Context: an optimization exercise on an open-source flow, tuned for small area and a short achievable clock period. The choices shown serve that exercise and are no tape-out recipe.
At most, simulation tests tie the RTL to the original design; equivalence was not proved.
Power and IR drop assume default switching activity.

==> flow/design.v <==
`default_nettype none
module pic16_core (
   input  logic        clk,
   input  logic        arst_n,
   input  logic [13:0] op_code,
   input  logic [4:0]  port_a_data_in,
   input  logic [7:0]  port_b_data_in,
   output logic [12:0] pc_out,
   output logic        nop_out,
   output logic        z,
   output logic [4:0]  port_a_tris,
   output logic [4:0]  port_a_data_out,
   output logic [7:0]  port_b_tris,
   output logic [7:0]  port_b_data_out
);
   localparam int RAM_LO = 12;      
   localparam int RAM_N  = 68;      
   logic [1:0]  ph;                 
   logic        rst_q;              
   logic [13:0] ir;
   logic [7:0]  t_q;                
   logic        cn_q;               
   logic        dcn_q;              
   logic [7:0]  w_q;
   logic        c_q, dc_q, rp0_q;
   logic        hold_q;             
   logic [2:0]  sp_q;
   logic [12:0] stack_q [8];
   logic [7:0]  ram_q [RAM_N];
   wire q2 = (ph == 2'd1);
   wire q4 = (ph == 2'd3);
   wire ex = nop_out;                
   always_ff @(posedge clk or negedge arst_n) begin
      if (!arst_n) begin
         ph    <= 2'd0;
         rst_q <= 1'b1;
      end else begin
         ph    <= ph + 2'd1;
         rst_q <= 1'b0;
      end
   end
   always_ff @(posedge clk) begin
      ir <= op_code;
   end
   wire [1:0] cls = ir[13:12];
   wire [3:0] sub = ir[11:8];
   wire       d   = ir[7];
   wire is_byte = (cls == 2'b00);
   wire is_bit  = (cls == 2'b01);
   wire is_jmp  = (cls == 2'b10);
   wire is_lit  = (cls == 2'b11);
   wire to_file = (is_byte & d) | (is_bit & ~ir[11]);
   wire to_w    = (is_byte & ~d & (sub != 4'd0)) | (is_lit & (sub != 4'b1011));
   wire sub_op  = (is_byte & (sub == 4'b0010)) | (is_lit & (sub[3:1] == 3'b110));
   wire addsub  = (is_byte & ((sub == 4'b0010) | (sub == 4'b0111))) | (is_lit & (sub[3:2] == 2'b11));
   wire rot     = is_byte & (sub[3:1] == 3'b110);
   wire fz      = addsub
                | (is_byte & ((sub == 4'd1) | (sub == 4'd3) | (sub == 4'd4) | (sub == 4'd5) |
                              (sub == 4'd6) | (sub == 4'd8) | (sub == 4'd9) | (sub == 4'd10)))
                | (is_lit & ((sub == 4'd8) | (sub == 4'd9) | (sub == 4'd10)));
   wire skip_z  = (is_byte & ((sub == 4'b1011) | (sub == 4'b1111))) | (is_bit & (ir[11:10] == 2'b10));
   wire skip_nz = is_bit & (ir[11:10] == 2'b11);
   wire is_ret  = (ir == 14'h0008) | (is_lit & (sub[3:2] == 2'b01));
   wire is_call = is_jmp & ~ir[11];
   wire branch  = is_jmp | is_ret;
   logic [3:0] fa10_q, fa32_q;
   logic [4:0] fa64_q;
   always_ff @(posedge clk) begin
      fa10_q <= 4'b0001 << op_code[1:0];
      fa32_q <= 4'b0001 << op_code[3:2];
      fa64_q <= 5'(8'b0000_0001 << op_code[6:4]);
   end
   logic [RAM_N-1:0] row_hit;
   for (genvar i = 0; i < RAM_N; i++) begin : g_hit
      assign row_hit[i] = fa64_q[(RAM_LO + i) >> 4] & fa32_q[((RAM_LO + i) >> 2) & 3] & fa10_q[(RAM_LO + i) & 3];
   end
   wire sel_status = fa64_q[0] & fa32_q[0] & fa10_q[3];      
   wire sel_a      = fa64_q[0] & fa32_q[1] & fa10_q[1];      
   wire sel_b      = fa64_q[0] & fa32_q[1] & fa10_q[2];      
   logic [7:0] rd;
   always_comb begin
      rd = '0;
      for (int i = 0; i < RAM_N; i++)
         rd = rd | (ram_q[i] & {8{row_hit[i]}});
      if (sel_status) rd = {2'b00, rp0_q, 2'b00, z, dc_q, c_q};
      if (sel_a) rd = rp0_q ? {3'b000, port_a_tris}
                            : {3'b000, (port_a_data_in & port_a_tris) | (port_a_data_out & ~port_a_tris)};
      if (sel_b) rd = rp0_q ? port_b_tris
                            : (port_b_data_in & port_b_tris) | (port_b_data_out & ~port_b_tris);
      if (is_lit) rd = ir[7:0];
   end
   logic [3:0] lut_q;        
   logic       smask_q;      
   logic       ssum_q;       
   logic [1:0] perm_q;       
   logic       yw_q;         
   logic       yinv_q;       
   logic       ci_q;         
   logic       rl_q;         
   logic [3:0] lut_d;
   logic [1:0] perm_d;
   always_comb begin
      lut_d  = 4'b1100;                                      
      perm_d = 2'd0;
      case (cls)
         2'b00: case (sub)
            4'd0:  lut_d = 4'b1010;                          
            4'd1:  lut_d = 4'b0000;                          
            4'd4:  lut_d = 4'b1110;                          
            4'd5:  lut_d = 4'b1000;                          
            4'd6:  lut_d = 4'b0110;                          
            4'd9:  lut_d = 4'b0011;                          
            4'd12: perm_d = 2'd1;                            
            4'd13: perm_d = 2'd2;                            
            4'd14: perm_d = 2'd3;                            
            default: ;
         endcase
         2'b01: case (ir[11:10])
            2'b00:   lut_d = 4'b0100;                        
            2'b01:   lut_d = 4'b1110;                        
            default: lut_d = 4'b1000;                        
         endcase
         2'b11: case (sub)
            4'd8:    lut_d = 4'b1110;
            4'd9:    lut_d = 4'b1000;
            4'd10:   lut_d = 4'b0110;
            default: ;
         endcase
         default: ;
      endcase
   end
   wire dec_op = is_byte & ((sub == 4'b0011) | (sub == 4'b1011));
   wire inc_op = is_byte & ((sub == 4'b1010) | (sub == 4'b1111));
   always_ff @(posedge clk) begin
      lut_q   <= lut_d;
      perm_q  <= perm_d;
      smask_q <= is_bit;
      ssum_q  <= addsub | dec_op | inc_op;
      yw_q    <= ~(dec_op | inc_op);
      yinv_q  <= sub_op | dec_op;
      ci_q    <= sub_op | inc_op;
      rl_q    <= sub[0];
   end
   wire [7:0] mask = 8'd1 << ir[9:7];
   wire [7:0] y    = ({8{yw_q}} & w_q) ^ {8{yinv_q}};
   wire [8:0] sum  = {1'b0, t_q} + {1'b0, y} + {8'd0, ci_q};
   wire [7:0] s_op = smask_q ? mask : w_q;
   logic [7:0] tp;
   always_comb begin
      case (perm_q)
         2'd1:    tp = {c_q, t_q[7:1]};
         2'd2:    tp = {t_q[6:0], c_q};
         2'd3:    tp = {t_q[3:0], t_q[7:4]};
         default: tp = t_q;
      endcase
   end
   logic [7:0] alu;
   always_comb begin
      for (int i = 0; i < 8; i++) alu[i] = lut_q[{tp[i], s_op[i]}];
      if (ssum_q) alu = sum[7:0];
   end
   wire c_new  = ssum_q ? sum[8] : (rl_q ? t_q[7] : t_q[0]);
   wire dc_new = t_q[4] ^ y[4] ^ sum[4];
   always_ff @(posedge clk) begin
      t_q   <= q2 ? rd : alu;
      cn_q  <= c_new;
      dcn_q <= dc_new;
   end
   wire q3 = (ph == 2'd2);
   logic wf_q, ww_q, fc_q, fdc_q, fz_q;
   logic jmp_q, ret_q, call_q, inc_q, br_q, skz_q, sknz_q;
   always_ff @(posedge clk) begin
      wf_q   <= q3 & ex & to_file;
      ww_q   <= q3 & ex & to_w;
      fc_q   <= q3 & ex & (addsub | rot);
      fdc_q  <= q3 & ex & addsub;
      fz_q   <= q3 & ex & fz;
      jmp_q  <= q3 & ex & is_jmp;
      ret_q  <= q3 & ex & is_ret;
      call_q <= q3 & ex & is_call;
      inc_q  <= q3 & (ex ? ~branch : ~hold_q);
      br_q   <= q3 & ex & branch;
      skz_q  <= q3 & ex & skip_z;
      sknz_q <= q3 & ex & skip_nz;
   end
   wire       zr = (t_q == 8'd0);
   wire [7:0] wd = t_q & {8{~rst_q}};         
   for (genvar i = 0; i < RAM_N; i++) begin : g_ram
      always_ff @(posedge clk) begin
         if ((wf_q & row_hit[i]) | rst_q) ram_q[i] <= wd;
      end
   end
   always_ff @(posedge clk) begin
      if (ww_q | rst_q) w_q <= wd;
   end
   logic [4:0] ntris_a_q;
   logic [7:0] ntris_b_q;
   assign port_a_tris = ~ntris_a_q;
   assign port_b_tris = ~ntris_b_q;
   always_ff @(posedge clk or negedge arst_n) begin
      if (!arst_n) begin
         c_q             <= 1'b0;
         dc_q            <= 1'b0;
         z               <= 1'b0;
         rp0_q           <= 1'b0;
         port_a_data_out <= '0;
         port_b_data_out <= '0;
         ntris_a_q       <= '0;
         ntris_b_q       <= '0;
      end else begin
         if (wf_q & sel_status) begin
            c_q   <= t_q[0];
            dc_q  <= t_q[1];
            z     <= t_q[2];
            rp0_q <= t_q[5];
         end
         if (fc_q)  c_q  <= cn_q;                  
         if (fdc_q) dc_q <= dcn_q;
         if (fz_q)  z    <= zr;
         if (wf_q & sel_a & ~rp0_q) port_a_data_out <= t_q[4:0];
         if (wf_q & sel_a &  rp0_q) ntris_a_q       <= ~t_q[4:0];
         if (wf_q & sel_b & ~rp0_q) port_b_data_out <= t_q;
         if (wf_q & sel_b &  rp0_q) ntris_b_q       <= ~t_q;
      end
   end
   logic       sq_q;                           
   wire [12:0] pc_inc = pc_out + 13'd1;
   wire [2:0]  sp_m1  = sp_q - 3'd1;
   assign nop_out = ~sq_q;
   always_ff @(posedge clk or negedge arst_n) begin
      if (!arst_n) begin
         pc_out <= '0;
         sp_q   <= '0;
         sq_q   <= 1'b0;
         hold_q <= 1'b0;
      end else begin
         if (jmp_q)      pc_out <= {2'b00, ir[10:0]};
         else if (ret_q) pc_out <= stack_q[sp_m1];
         else if (inc_q) pc_out <= pc_inc;
         if (call_q)     sp_q <= sp_q + 3'd1;
         else if (ret_q) sp_q <= sp_m1;
         if (q4) begin
            sq_q   <= br_q | (skz_q & zr) | (sknz_q & ~zr);
            hold_q <= br_q;
         end
      end
   end
   for (genvar i = 0; i < 8; i++) begin : g_stack
      always_ff @(posedge clk) begin
         if (call_q & ~rst_q & (sp_q == 3'(i))) stack_q[i] <= pc_inc;
      end
   end
endmodule
`default_nettype wire
==> flow/config.mk <==
export PLATFORM = sky130hd
export DESIGN_NAME = pic16_core
export DESIGN_NICKNAME = pic16_core
export VERILOG_FILES = /design/flow/design.v
export SDC_FILE = /design/flow/constraint.sdc
export NUM_CORES = 4
export LEC_CHECK = 0
export CAP_MARGIN = 20
export CORE_MARGIN = 2
export CORE_UTILIZATION = 40
export SLEW_MARGIN = 20
==> flow/constraint.sdc <==
create_clock -name core_clock -period 10.0 [get_ports {clk}]
set_input_delay 2.0000 -clock core_clock [delete_from_list [all_inputs] [get_ports {clk}]]
set_output_delay 2.0000 -clock core_clock [all_outputs]
set_load 0.01 [all_outputs]
standard.sh (not shown) runs the stock make flow with config.mk's settings and CLKGATE_MAP_FILE= SYNTH_SCRIPT=/design/flow/synth_recipe.tcl, a recipe that flattens the netlist after the stock synthesis.
==> flow/flow/run.sh <==
#!/bin/bash
# Standard layout, with timing repair aiming 7 ns below the 10 ns clock period.
set -euo pipefail
bash standard.sh SETUP_SLACK_MARGIN=7 CORE_UTILIZATION=60 CTS_CLUSTER_SIZE=28 CTS_CLUSTER_DIAMETER=100 finish > standard_make.log 2>&1
Change:
--- a/flow/design.v
+++ b/flow/design.v
@@ -43,8 +43,9 @@
       ir <= op_code;
    end
    wire [1:0] cls = ir[13:12];
    wire [3:0] sub = ir[11:8];
+   wire [6:0] fa  = ir[6:0];
    wire       d   = ir[7];
    wire is_byte = (cls == 2'b00);
    wire is_bit  = (cls == 2'b01);
    wire is_jmp  = (cls == 2'b10);
@@ -62,27 +63,16 @@
    wire skip_nz = is_bit & (ir[11:10] == 2'b11);
    wire is_ret  = (ir == 14'h0008) | (is_lit & (sub[3:2] == 2'b01));
    wire is_call = is_jmp & ~ir[11];
    wire branch  = is_jmp | is_ret;
-   logic [3:0] fa10_q, fa32_q;
-   logic [4:0] fa64_q;
-   always_ff @(posedge clk) begin
-      fa10_q <= 4'b0001 << op_code[1:0];
-      fa32_q <= 4'b0001 << op_code[3:2];
-      fa64_q <= 5'(8'b0000_0001 << op_code[6:4]);
-   end
-   logic [RAM_N-1:0] row_hit;
-   for (genvar i = 0; i < RAM_N; i++) begin : g_hit
-      assign row_hit[i] = fa64_q[(RAM_LO + i) >> 4] & fa32_q[((RAM_LO + i) >> 2) & 3] & fa10_q[(RAM_LO + i) & 3];
-   end
-   wire sel_status = fa64_q[0] & fa32_q[0] & fa10_q[3];      
-   wire sel_a      = fa64_q[0] & fa32_q[1] & fa10_q[1];      
-   wire sel_b      = fa64_q[0] & fa32_q[1] & fa10_q[2];      
+   wire sel_status = (fa == 7'h03);
+   wire sel_a      = (fa == 7'h05);
+   wire sel_b      = (fa == 7'h06);
    logic [7:0] rd;
    always_comb begin
       rd = '0;
       for (int i = 0; i < RAM_N; i++)
-         rd = rd | (ram_q[i] & {8{row_hit[i]}});
+         rd = rd | (ram_q[i] & {8{fa == 7'(RAM_LO + i)}});
       if (sel_status) rd = {2'b00, rp0_q, 2'b00, z, dc_q, c_q};
       if (sel_a) rd = rp0_q ? {3'b000, port_a_tris}
                             : {3'b000, (port_a_data_in & port_a_tris) | (port_a_data_out & ~port_a_tris)};
       if (sel_b) rd = rp0_q ? port_b_tris
@@ -186,9 +176,9 @@
    wire       zr = (t_q == 8'd0);
    wire [7:0] wd = t_q & {8{~rst_q}};         
    for (genvar i = 0; i < RAM_N; i++) begin : g_ram
       always_ff @(posedge clk) begin
-         if ((wf_q & row_hit[i]) | rst_q) ram_q[i] <= wd;
+         if ((wf_q & (fa == 7'(RAM_LO + i))) | rst_q) ram_q[i] <= wd;
       end
    end
    always_ff @(posedge clk) begin
       if (ww_q | rst_q) w_q <= wd;
Outcome:
- The new run ran to the end with no violations
- wire length is lower by 1.2%
- power came out higher by 2.7%
- via count goes up by 0.47%
- critical path depth is unchanged
- final area goes up by about 1.4%
- worst hold slack loses 0.015 ns
The RTL of the first run of this note was laid out without a check of its function.

========
Setup of the previous run:
pic16_core, a different RTL version from the one above (not shown whole).
Size: about 750 flip-flops, roughly 0.031 mm2 of cells after synthesis.
export LEC_CHECK = 0
export CAP_MARGIN = 20
export CORE_MARGIN = 2
export CORE_UTILIZATION = 40
export SLEW_MARGIN = 20
create_clock -name core_clock -period 10.0 [get_ports {clk}]
==> flow/flow/run.sh <==
#!/bin/bash
# Standard layout, with timing repair aiming 7 ns below the 10 ns clock period,
# buf_2 port buffers and sizing not limited to same-footprint cells.
set -euo pipefail
bash standard.sh SETUP_SLACK_MARGIN=7 CORE_UTILIZATION=60 CTS_CLUSTER_SIZE=28 CTS_CLUSTER_DIAMETER=100 \
  "BUFFER_PORTS_ARGS=-buffer_cell sky130_fd_sc_hd__buf_2" MATCH_CELL_FOOTPRINT=0 finish > standard_make.log 2>&1
Here is what was changed in the inputs of the current run compared with the previous run.
--- a/flow/design.v
+++ b/flow/design.v
@@ -39,17 +39,16 @@
          rst_q <= 1'b0;
       end
    end
    always_ff @(posedge clk) begin
       ir <= op_code;
    end
    wire [1:0] cls = ir[13:12];
    wire [3:0] sub = ir[11:8];
-   wire [6:0] fa  = ir[6:0];
    wire       d   = ir[7];
    wire is_byte = (cls == 2'b00);
    wire is_bit  = (cls == 2'b01);
    wire is_jmp  = (cls == 2'b10);
    wire is_lit  = (cls == 2'b11);
    wire to_file = (is_byte & d) | (is_bit & ~ir[11]);
    wire to_w    = (is_byte & ~d & (sub != 4'd0)) | (is_lit & (sub != 4'b1011));
    wire sub_op  = (is_byte & (sub == 4'b0010)) | (is_lit & (sub[3:1] == 3'b110));
@@ -59,24 +58,35 @@
                 | (is_byte & ((sub == 4'd1) | (sub == 4'd3) | (sub == 4'd4) | (sub == 4'd5) |
                               (sub == 4'd6) | (sub == 4'd8) | (sub == 4'd9) | (sub == 4'd10)))
                 | (is_lit & ((sub == 4'd8) | (sub == 4'd9) | (sub == 4'd10)));
    wire skip_z  = (is_byte & ((sub == 4'b1011) | (sub == 4'b1111))) | (is_bit & (ir[11:10] == 2'b10));
    wire skip_nz = is_bit & (ir[11:10] == 2'b11);
    wire is_ret  = (ir == 14'h0008) | (is_lit & (sub[3:2] == 2'b01));
    wire is_call = is_jmp & ~ir[11];
    wire branch  = is_jmp | is_ret;
-   wire sel_status = (fa == 7'h03);
-   wire sel_a      = (fa == 7'h05);
-   wire sel_b      = (fa == 7'h06);
+   logic [3:0] fa10_q, fa32_q;
+   logic [4:0] fa64_q;
+   always_ff @(posedge clk) begin
+      fa10_q <= 4'b0001 << op_code[1:0];
+      fa32_q <= 4'b0001 << op_code[3:2];
+      fa64_q <= 5'(8'b0000_0001 << op_code[6:4]);
+   end
+   logic [RAM_N-1:0] row_hit;
+   for (genvar i = 0; i < RAM_N; i++) begin : g_hit
+      assign row_hit[i] = fa64_q[(RAM_LO + i) >> 4] & fa32_q[((RAM_LO + i) >> 2) & 3] & fa10_q[(RAM_LO + i) & 3];
+   end
+   wire sel_status = fa64_q[0] & fa32_q[0] & fa10_q[3];      
+   wire sel_a      = fa64_q[0] & fa32_q[1] & fa10_q[1];      
+   wire sel_b      = fa64_q[0] & fa32_q[1] & fa10_q[2];      
    logic [7:0] rd;
    always_comb begin
       rd = '0;
       for (int i = 0; i < RAM_N; i++)
-         rd = rd | (ram_q[i] & {8{fa == 7'(RAM_LO + i)}});
+         rd = rd | (ram_q[i] & {8{row_hit[i]}});
       if (sel_status) rd = {2'b00, rp0_q, 2'b00, z, dc_q, c_q};
       if (sel_a) rd = rp0_q ? {3'b000, port_a_tris}
                             : {3'b000, (port_a_data_in & port_a_tris) | (port_a_data_out & ~port_a_tris)};
       if (sel_b) rd = rp0_q ? port_b_tris
                             : (port_b_data_in & port_b_tris) | (port_b_data_out & ~port_b_tris);
       if (is_lit) rd = ir[7:0];
    end
    logic [3:0] lut_q;        
@@ -172,17 +182,17 @@
    wire inc_q  = q4 & (ex ? ~branch : ~hold_q);
    wire br_q   = x4 & branch;
    wire skz_q  = x4 & skip_z;
    wire sknz_q = x4 & skip_nz;
    wire       zr = (t_q == 8'd0);
    wire [7:0] wd = t_q & {8{~rst_q}};         
    for (genvar i = 0; i < RAM_N; i++) begin : g_ram
       always_ff @(posedge clk) begin
-         if ((wf_q & (fa == 7'(RAM_LO + i))) | rst_q) ram_q[i] <= wd;
+         if ((wf_q & row_hit[i]) | rst_q) ram_q[i] <= wd;
       end
    end
    always_ff @(posedge clk) begin
       if (ww_q | rst_q) w_q <= wd;
    end
    logic [4:0] ntris_a_q;
    logic [7:0] ntris_b_q;
    assign port_a_tris = ~ntris_a_q;
### Flow results
Against the previous run, the current run reports a floorplan die width that is higher. Between the previous run and the current run, the overall power figures differ only marginally. | register area | the current run vs the previous run | about 1.2% higher |. Re area of the placeable core: the previous run and the current run aren't equal, and the lower value belongs to the previous run. Delta (the current run minus the previous run): number of clock buffers in the layout now sits higher, share of cells above drive strength 1 now sits lower. Compared the current run vs the previous run, and portion of the post-synthesis area used by sequential elements is up in the current run. Summary of the current run over the previous run: quantity of gates resized following cts now sits lower, final worst hold slack moved down. The current run vs the previous run: non-clock buffer count down by a few percent. There was hardly any difference in post-route cell area between the previous run and the current run. Taking the previous run as the reference, in the current run final weighted congestion in routability-driven placement shrank by 1.2%; die area grew by 0.92%. On wire length of the first global-routing pass: the current run sits above the previous run.
For the current run, only the layout was checked, not whether the RTL still works.

## port drivers added, routing unchanged
Ports are ideal in the flow. The routed layouts listed here were re-timed in OpenROAD.
Step 1, drivers: a clkbuf_16 drives clk and a buf_2 each remaining input, both assumed.
Step 2 times the ports against the registers' clock, not the clock port: input delays grow and output delays shrink by t, the midpoint of the rising clock arrivals with the driver on.
a / b / c = no drivers / after step 1 / after step 2; a / b = the first two.
run | t (ns) | setup slack, ns | hold WS [ns] | pins driven straight from the clock port
the first run of note 1 | 0.708 | 6.725 / 6.662 / 6.414 | 0.461 / 0.461 / 0.461 | 1
the second run of note 1 | 0.659 | 6.791 / 6.730 / 6.169 | 0.446 / 0.446 / 0.446 | 1
the previous run | 0.714 | 6.716 / 6.655 / 6.444 | 0.472 / 0.472 / 0.472 | 1
the current run | 0.714 | 6.717 / 6.649 / 6.549 | 0.449 / 0.449 / 0.449 | 1
After both steps every run listed still meets setup and hold. For the second run of note 1, which loses most, drivers alone change the setup slack by -0.061 ns; drivers and shift together by -0.622 ns.
